Source: an optimization exercise on an open RTL-to-GDS flow (aim: small area, a short achievable clock period and few clock cycles per item). Production flows keep margins and buffers that such runs may drop. The RTL was checked by simulation tests, not by an equivalence proof against the original design. Power and IR drop assume default switching activity.

Setup of run A:
## axi_wr_slave
module axi_wr_slave (
    input  wire logic                  clk,
    input  wire logic                  rst_n,
    input  wire axi_wr_pkg::aw_cmd_t   aw,
    input  wire logic                  aw_valid,
    output logic                       aw_ready,
    input  wire axi_wr_pkg::w_beat_t   w,
    input  wire logic                  w_valid,
    output logic                       w_ready,
    output axi_wr_pkg::b_resp_t        b,
    output logic                       b_valid,
    input  wire logic                  b_ready,
    output axi_wr_pkg::mem_wr_t        mem,
    output logic                       mem_we,
    input  wire logic                  mem_ready
);
    logic                          resp_push;
    logic                          resp_size_err;
    logic [axi_wr_pkg::ID_W-1:0]   resp_id;
    logic                          resp_stall;
    burst_engine u_burst_engine (
        .clk           (clk),
        .rst_n         (rst_n),
        .cmd           (aw),
        .cmd_valid     (aw_valid),
        .cmd_ready     (aw_ready),
        .beat          (w),
        .beat_valid    (w_valid),
        .beat_ready    (w_ready),
        .mem           (mem),
        .mem_we        (mem_we),
        .mem_ready     (mem_ready),
        .resp_push     (resp_push),
        .resp_size_err (resp_size_err),
        .resp_id       (resp_id),
        .resp_stall    (resp_stall)
    );
    wresp_gen u_wresp_gen (
        .clk      (clk),
        .rst_n    (rst_n),
        .push     (resp_push),
        .size_err (resp_size_err),
        .id       (resp_id),
        .stall    (resp_stall),
        .b        (b),
        .b_valid  (b_valid),
        .b_ready  (b_ready)
    );
endmodule
Size: roughly 27 flip-flops, about 180 I/O pins, ~0.0025 sq mm of cells after synthesis.
Settings: LEC_CHECK=0, CAP_MARGIN=20, CORE_MARGIN=2, CORE_UTILIZATION=40, SLEW_MARGIN=20; clock period 5.5 ns.
run.sh (not shown) runs the stock make flow with config.mk's settings and CLKGATE_MAP_FILE= SYNTH_SCRIPT=/design/flow/synth_recipe.tcl, a recipe that flattens the netlist after the stock synthesis.
Testbench counts of run A, summed over its fixed seeds: cycles 14,390, beats 13,386.
Setup changes, run A to run B
- SETUP_SLACK_MARGIN now 2, previously not set
==> flow/flow/run.sh (new file) <==
#!/bin/bash
export BUFFER_PORTS_ARGS="-buffer_cell sky130_fd_sc_hd__buf_2"
bash standard.sh > standard.log 2>&1
==> flow/standard.sh (new file) <==
#!/bin/bash
# synth_recipe.tcl (not shown) runs the flow's synth.tcl, then flattens the netlist and writes it again
# the make line also repeats each setting of config.mk as NAME=value (left out here)
make -C /OpenROAD-flow-scripts/flow DESIGN_CONFIG=/design/flow/config.mk WORK_HOME=/design/flow/orfs CLKGATE_MAP_FILE= SYNTH_SCRIPT=/design/flow/synth_recipe.tcl "${@:-finish}"
removed: flow/run.sh
Notes after the runs:
Run B | stages: all done | timing, DRC, antenna: all pass. Run B vs run A — met2 layer wire length in the routed design climbed by a few percent. Against run A, run B reports a hold slack that is lower. Compared to run A, run B has multi-input gate share of total cell area 4.5 points higher.
> inputs changed (run B -> run C)
- SETUP_SLACK_MARGIN: 2 -> 3
==> flow/run.sh (new file) <==
#!/bin/bash
# synth_recipe.tcl (not shown) runs the flow's synth.tcl, then flattens the netlist and writes it again
# the make line also repeats each setting of config.mk as NAME=value (left out here)
make -C /OpenROAD-flow-scripts/flow DESIGN_CONFIG=/design/flow/config.mk WORK_HOME=/design/flow/orfs CLKGATE_MAP_FILE= SYNTH_SCRIPT=/design/flow/synth_recipe.tcl finish
removed: flow/flow/run.sh
removed: flow/standard.sh
==> comparison <==
Between run C and run B, the sequential share of layout area is lower for run C. Final design area excluding fillers came out higher on run C than on run B. Run comparison: run C type of the tightest min-delay check reg -> reg; run B type of the tightest min-delay check in -> async. Setup slack: run C more than run B. Going from run B to run C, transition time at the pin with the least slew margin grows by 0.14 ns. Count of cell instances traversed by the critical path (higher): run B. Between run C and run B, part of the power in combinational logic is higher for run C, run B comes in under that. Comparing run C against run B, there is no change at all in number of design rule violations left after detail routing.
Modified inputs, run D compared to run C
- a change of SETUP_SLACK_MARGIN from 3 to 2
--- outcome ---
Run D ended up with a higher multi-input logic portion of the cell area than run C did. Highest ir drop seen on vdd: run D better than run C. Re via count normalized by instance count: run D and run C aren't equal, and the higher value belongs to run C. Looking at total via count in the routed design, run D sits below run C. As of run D, total power consumption of the routed design had fallen by more than 10% compared to run C. [compare] base=run C new=run D: number of fill cells in the layout shows an increase of 98; highest clock frequency the design can meet shows an increase of 0.83%; clock transition at the register clock pins on the worst setup and hold paths after CTS shows no meaningful change.

[afterwards: timing with drivers on the ports]
The flow's constraints put no driver on any port. The routed layouts listed below were extracted and timed again, unchanged, in two steps.
Step 1 (the two cells are an assumption about what drives the block):
set clk [get_ports {clk}]
set_driving_cell -lib_cell sky130_fd_sc_hd__clkbuf_16 $clk
set_driving_cell -lib_cell sky130_fd_sc_hd__buf_2 [delete_from_list [all_inputs] $clk]
Step 2 also shifts input and output timing later by t, the mid clock arrival at the registers, as if the neighbouring blocks saw the same clock.
Three values: ideal ports, drivers, drivers and shift; two values: the first two.
| run | t, ns | slack for setup (ns) | worst setup path after step 2 | pins driven straight from the clock port |
|---|---|---|---|---|
| run A | 0.296 | 0.825 / 0.802 / 0.802 | input to output | 1 |
| run B | 0.297 | 1.921 / 1.888 / 1.861 | input to register | 1 |
| run C | 0.304 | 1.985 / 1.949 / 1.949 | input to output | 1 |
| run D | 0.300 | 2.014 / 1.987 / 1.838 | input to register | 1 |
After both steps every run listed still meets setup and hold. For run D, which loses most, drivers alone change the setup slack by -0.027 ns; drivers and shift together by -0.176 ns.
